From an optimization exercise on the open Yosys and OpenROAD flow, aimed at small area; shortcuts taken in it are not production practice.
Only simulation tests tie the RTL to the original design; equivalence was not proved.
No activity file was given, so power comes from the tool's default toggle rates.

==> module id_stage_pipe, before the edit <==
module id_stage_pipe (
  input  logic        clk,
  input  logic        rst,
  input  logic        in_valid,
  output logic        in_ready,
  input  logic [31:0] instn,
  input  logic        wb_we,
  input  logic [4:0]  wb_addr,
  input  logic [31:0] wb_data,
  input  logic        ex_load_pending,
  input  logic [4:0]  ex_load_rt,
  input  logic        flush,
  input  logic        ex_ready,
  output logic        out_valid,
  output logic [31:0] out_rs_data,
  output logic [31:0] out_rt_data,
  output logic [31:0] out_imm,
  output logic [4:0]  out_rs,
  output logic [4:0]  out_rt,
  output logic [4:0]  out_rd,
  output logic [4:0]  out_shamt,
  output logic [5:0]  out_funct,
  output logic [5:0]  out_opcode,
  output logic [7:0]  out_ctrl,
  output logic        peri_req,
  input  logic        peri_ack,
  output logic [15:0] peri_addr,
  output logic [15:0] peri_data
);
  logic [5:0]  opcode;
  logic [4:0]  rs, rt;
  logic uses_rt, haz, peri_store, slot_free, idle;
  logic normal_ready, consume, load_slot, launch;
  logic hold, killed, was_idle;
  logic [15:0] imm_q;
  assign opcode = instn[31:26];
  assign rs     = instn[25:21];
  assign rt     = instn[20:16];
  assign slot_free = !out_valid || ex_ready;
  logic [31:0] regs [1:31];
  logic [31:0] regs_d [1:31];
  logic [31:1] valid, valid_d, wsel, nwsel;
  logic [31:1] sel_a, sel_b;
  logic [31:0] rs_next, rt_next;
  genvar i, b;
  generate
    for (i = 1; i < 32; i++) begin : g_reg
      assign wsel[i]    = wb_we && (wb_addr == i);
      assign nwsel[i]   = !wsel[i];
      assign valid_d[i] = valid[i] || wsel[i];
      assign sel_a[i]   = slot_free && valid_d[i] && (rs == i);
      assign sel_b[i]   = valid_d[i] && (rt == i);
      for (b = 0; b < 32; b++) begin : g_bit
        rf_ao22 u_hold (.a(wsel[i]), .b(wb_data[b]), .c(nwsel[i]), .d(regs[i][b]),
                        .y(regs_d[i][b]));
      end
      always_ff @(posedge clk) begin
        regs[i] <= regs_d[i];
      end
      always_ff @(posedge clk or posedge rst) begin
        if (rst) valid[i] <= 1'b0;
        else     valid[i] <= valid_d[i];
      end
    end
  endgenerate
  generate
    for (b = 0; b < 32; b++) begin : g_rd
      logic [31:0] sa, da;
      logic [30:0] sb, db;
      for (i = 1; i < 32; i++) begin : g_t
        assign sa[i-1] = sel_a[i];
        assign da[i-1] = regs_d[i][b];
        assign sb[i-1] = sel_b[i];
        assign db[i-1] = regs_d[i][b];
      end
      assign sa[31] = !slot_free;
      assign da[31] = out_rs_data[b];
      rf_rdbit #(.N(32)) u_a (.s(sa), .d(da), .y(rs_next[b]));
      rf_rdbit #(.N(31)) u_b (.s(sb), .d(db), .y(rt_next[b]));
    end
  endgenerate
  assign uses_rt = (opcode == id_pkg::OP_RTYPE) || (opcode == id_pkg::OP_SW) ||
                   (opcode == id_pkg::OP_BEQ);
  assign haz = ex_load_pending && (ex_load_rt != 5'd0) &&
               ((ex_load_rt == rs) || ((ex_load_rt == rt) && uses_rt));
  assign peri_store = (opcode == id_pkg::OP_SW) && (instn[15:8] != 8'd0);
  assign idle         = !peri_req && !hold;
  assign normal_ready = slot_free && !haz && idle && !peri_store;
  assign consume      = slot_free && ((peri_req && peri_ack) || hold);
  assign in_ready     = !rst && (normal_ready || consume);
  assign load_slot    = (in_valid && normal_ready) || (consume && !killed);
  assign launch       = idle && in_valid && peri_store && !haz;
  always_ff @(posedge clk or posedge rst) begin
    if (rst) begin
      out_valid <= 1'b0;
      peri_req  <= 1'b0;
      hold      <= 1'b0;
      killed    <= 1'b0;
    end else begin
      out_valid <= !flush && (load_slot || !slot_free);
      if (idle) begin
        peri_req <= launch;
      end else if (peri_req) begin
        if (peri_ack) begin
          peri_req <= 1'b0;
          hold     <= !slot_free;
        end
      end else if (slot_free) begin
        hold <= 1'b0;
      end
      killed <= !idle && !consume && (killed || flush);
    end
  end
  logic [31:0] f_d, f_q, f_in;
  logic [31:0] rt_d;
  logic [15:0] peri_d, pa_d;
  assign f_in = {instn[15:0], rs, rt, opcode};
  assign f_q  = {imm_q, out_rs, out_rt, out_opcode};
  generate
    for (b = 0; b < 32; b++) begin : g_f
      rf_ao22 u_hold (.a(slot_free), .b(f_in[b]), .c(!slot_free),
                      .d(f_q[b]), .y(f_d[b]));
    end
    for (b = 0; b < 32; b++) begin : g_rt
      rf_ao22 u_rt (.a(slot_free), .b(rt_next[b]), .c(!slot_free), .d(out_rt_data[b]),
                    .y(rt_d[b]));
    end
    for (b = 0; b < 16; b++) begin : g_pd
      rf_ao22 u_pa (.a(launch), .b(instn[b]), .c(!launch), .d(peri_addr[b]), .y(pa_d[b]));
      rf_ao22 u_pd (.a(launch), .b(rt_next[b]), .c(!launch), .d(peri_data[b]),
                    .y(peri_d[b]));
    end
  endgenerate
  always_ff @(posedge clk) begin
    out_rs_data         <= rs_next;
    out_rt_data         <= rt_d;
    {imm_q, out_rs, out_rt, out_opcode} <= f_d;
    peri_data           <= peri_d;
    peri_addr           <= pa_d;
    if (slot_free) was_idle <= idle;
  end
  assign out_imm   = {{16{imm_q[15]}}, imm_q};
  assign out_rd    = imm_q[15:11];
  assign out_shamt = imm_q[10:6];
  assign out_funct = imm_q[5:0];
  always_comb begin
    case (out_opcode)
      id_pkg::OP_RTYPE: out_ctrl = 8'b1_10_0_0_0_1_0;
      id_pkg::OP_ADDI:  out_ctrl = 8'b0_00_1_0_0_1_0;
      id_pkg::OP_LW:    out_ctrl = 8'b0_00_1_0_0_1_1;
      id_pkg::OP_SW:    out_ctrl = {5'b0_00_1_0, was_idle, 2'b0_0};
      id_pkg::OP_BEQ:   out_ctrl = 8'b0_01_0_1_0_0_0;
      default:          out_ctrl = 8'h00;
    endcase
  end
endmodule
clock: 6.0 ns
lec_check: 0
cap_margin: 20
core_margin: 2
core_utilization: 65
slew_margin: 20
synth_hierarchical: 1
standard.sh (not shown) runs the stock make flow with config.mk's settings and CLKGATE_MAP_FILE= SYNTH_SCRIPT=/design/flow/synth_recipe.tcl, a recipe that flattens the netlist after the stock synthesis.
==> flow/flow/run.sh <==
#!/bin/bash
# Own layout flow: the standard ORFS flow (standard.sh, unchanged synthesis) with
#  - plain buf_1 cells as the port buffers instead of the default delay buffers,
#  - before global placement (flow/upsize.tcl): synthesis buffers removed and the gates
#    (inverters, AND and NAND gates) that drive a whole select/enable line sized up, so
#    the line needs no extra buffer,
#  - after global placement (flow/merge_port_buffers.tcl): an input port buffer that only
#    feeds one repair buffer takes that buffer's size, and the repair buffer is removed,
#  - a clock tree without dummy loads, with larger sink clusters (fewer leaf buffers), and
#  - before global routing (flow/downsize.tcl): logic gates that drive at most two pins set
#    to drive strength 1; global route's own repair_design/repair_timing follow as usual.
# make's full output goes to flow_make.log here; each ORFS step's log is under orfs/logs/.
set -euo pipefail
export BUFFER_PORTS_ARGS="-buffer_cell sky130_fd_sc_hd__buf_1"
export CTS_ARGS="-sink_clustering_enable -repair_clock_nets -dont_use_dummy_load -sink_clustering_size 27 -sink_clustering_max_diameter 90"
export PRE_GLOBAL_PLACE_TCL="$PWD/flow/upsize.tcl"
export POST_GLOBAL_PLACE_TCL="$PWD/flow/merge_port_buffers.tcl"
export PRE_GLOBAL_ROUTE_TCL="$PWD/flow/downsize.tcl"
bash standard.sh finish > flow_make.log 2>&1
Other scripts of this flow, unchanged in this note and not shown: flow/flow/downsize.tcl, flow/flow/merge_port_buffers.tcl, flow/flow/upsize.tcl
The first run finished with timing, DRC and antenna clean.
==> next run, changes <==
--- a/flow/design.v
+++ b/flow/design.v
@@ -170,11 +170,11 @@
       killed <= !idle && !consume && (killed || flush);
     end
   end
   logic [31:0] f_d, f_q, f_in;
   logic [31:0] rt_d;
-  logic [15:0] peri_d, pa_d;
+  logic [15:0] peri_d;
   assign f_in = {instn[15:0], rs, rt, opcode};
   assign f_q  = {imm_q, out_rs, out_rt, out_opcode};
   generate
     for (b = 0; b < 32; b++) begin : g_f
       rf_ao22 u_hold (.a(slot_free), .b(f_in[b]), .c(!slot_free),
@@ -183,21 +183,19 @@
     for (b = 0; b < 32; b++) begin : g_rt
       rf_ao22 u_rt (.a(slot_free), .b(rt_next[b]), .c(!slot_free), .d(out_rt_data[b]),
                     .y(rt_d[b]));
     end
     for (b = 0; b < 16; b++) begin : g_pd
-      rf_ao22 u_pa (.a(launch), .b(instn[b]), .c(!launch), .d(peri_addr[b]), .y(pa_d[b]));
       rf_ao22 u_pd (.a(launch), .b(rt_next[b]), .c(!launch), .d(peri_data[b]),
                     .y(peri_d[b]));
     end
   endgenerate
   always_ff @(posedge clk) begin
     out_rs_data         <= rs_next;
     out_rt_data         <= rt_d;
     {imm_q, out_rs, out_rt, out_opcode} <= f_d;
     peri_data           <= peri_d;
-    peri_addr           <= pa_d;
     if (slot_free) was_idle <= idle;
   end
   assign out_imm   = {{16{imm_q[15]}}, imm_q};
   assign out_rd    = imm_q[15:11];
   assign out_shamt = imm_q[10:6];
@@ -210,6 +208,7 @@
       id_pkg::OP_SW:    out_ctrl = {5'b0_00_1_0, was_idle, 2'b0_0};
       id_pkg::OP_BEQ:   out_ctrl = 8'b0_01_0_1_0_0_0;
       default:          out_ctrl = 8'h00;
     endcase
   end
-endmodule
+  assign peri_addr = instn[15:0];
+endmodule
Result: Synthesized cell count shrinks by 0.44%. Non-clock buffer count is lower by 13. Wire length shrinks by 3.9%. Core utilization is lower by 0.49 points. Die area is lower by 0.77%. Flip-flop and latch count fell by 16. Clock power goes down by about 1%. Worst hold slack degrades by 0.0057 ns.

[re-timing with driven ports]
Ports are ideal in the flow. The routed layouts listed here were re-timed in OpenROAD. Step 1 (the two cells are an assumption about what drives the block):
set clk [get_ports {clk}]
set_driving_cell -lib_cell sky130_fd_sc_hd__clkbuf_16 $clk
set_driving_cell -lib_cell sky130_fd_sc_hd__buf_2 [delete_from_list [all_inputs] $clk]
Step 2 also shifts input and output timing later by t, the mid clock arrival at the registers, as if the neighbouring blocks saw the same clock. Three values: ideal, step 1, step 2; two values: the first two.
run | t (ns) | setup slack, ns | worst setup path at the end | latest minus earliest clock arrival (ns) | cell pins on the clock port's net
the first run | 0.738 | 1.292 / 1.327 / 0.589 | input to register | 0.044 / 0.044 | 1
the second run | 0.716 | 1.016 / 1.059 / 0.343 | input to register | 0.046 / 0.046 | 1
After both steps every run listed still meets setup and hold. The setup slack of the first run, which loses most, moves by +0.035 ns with the drivers and by -0.703 ns with both steps.
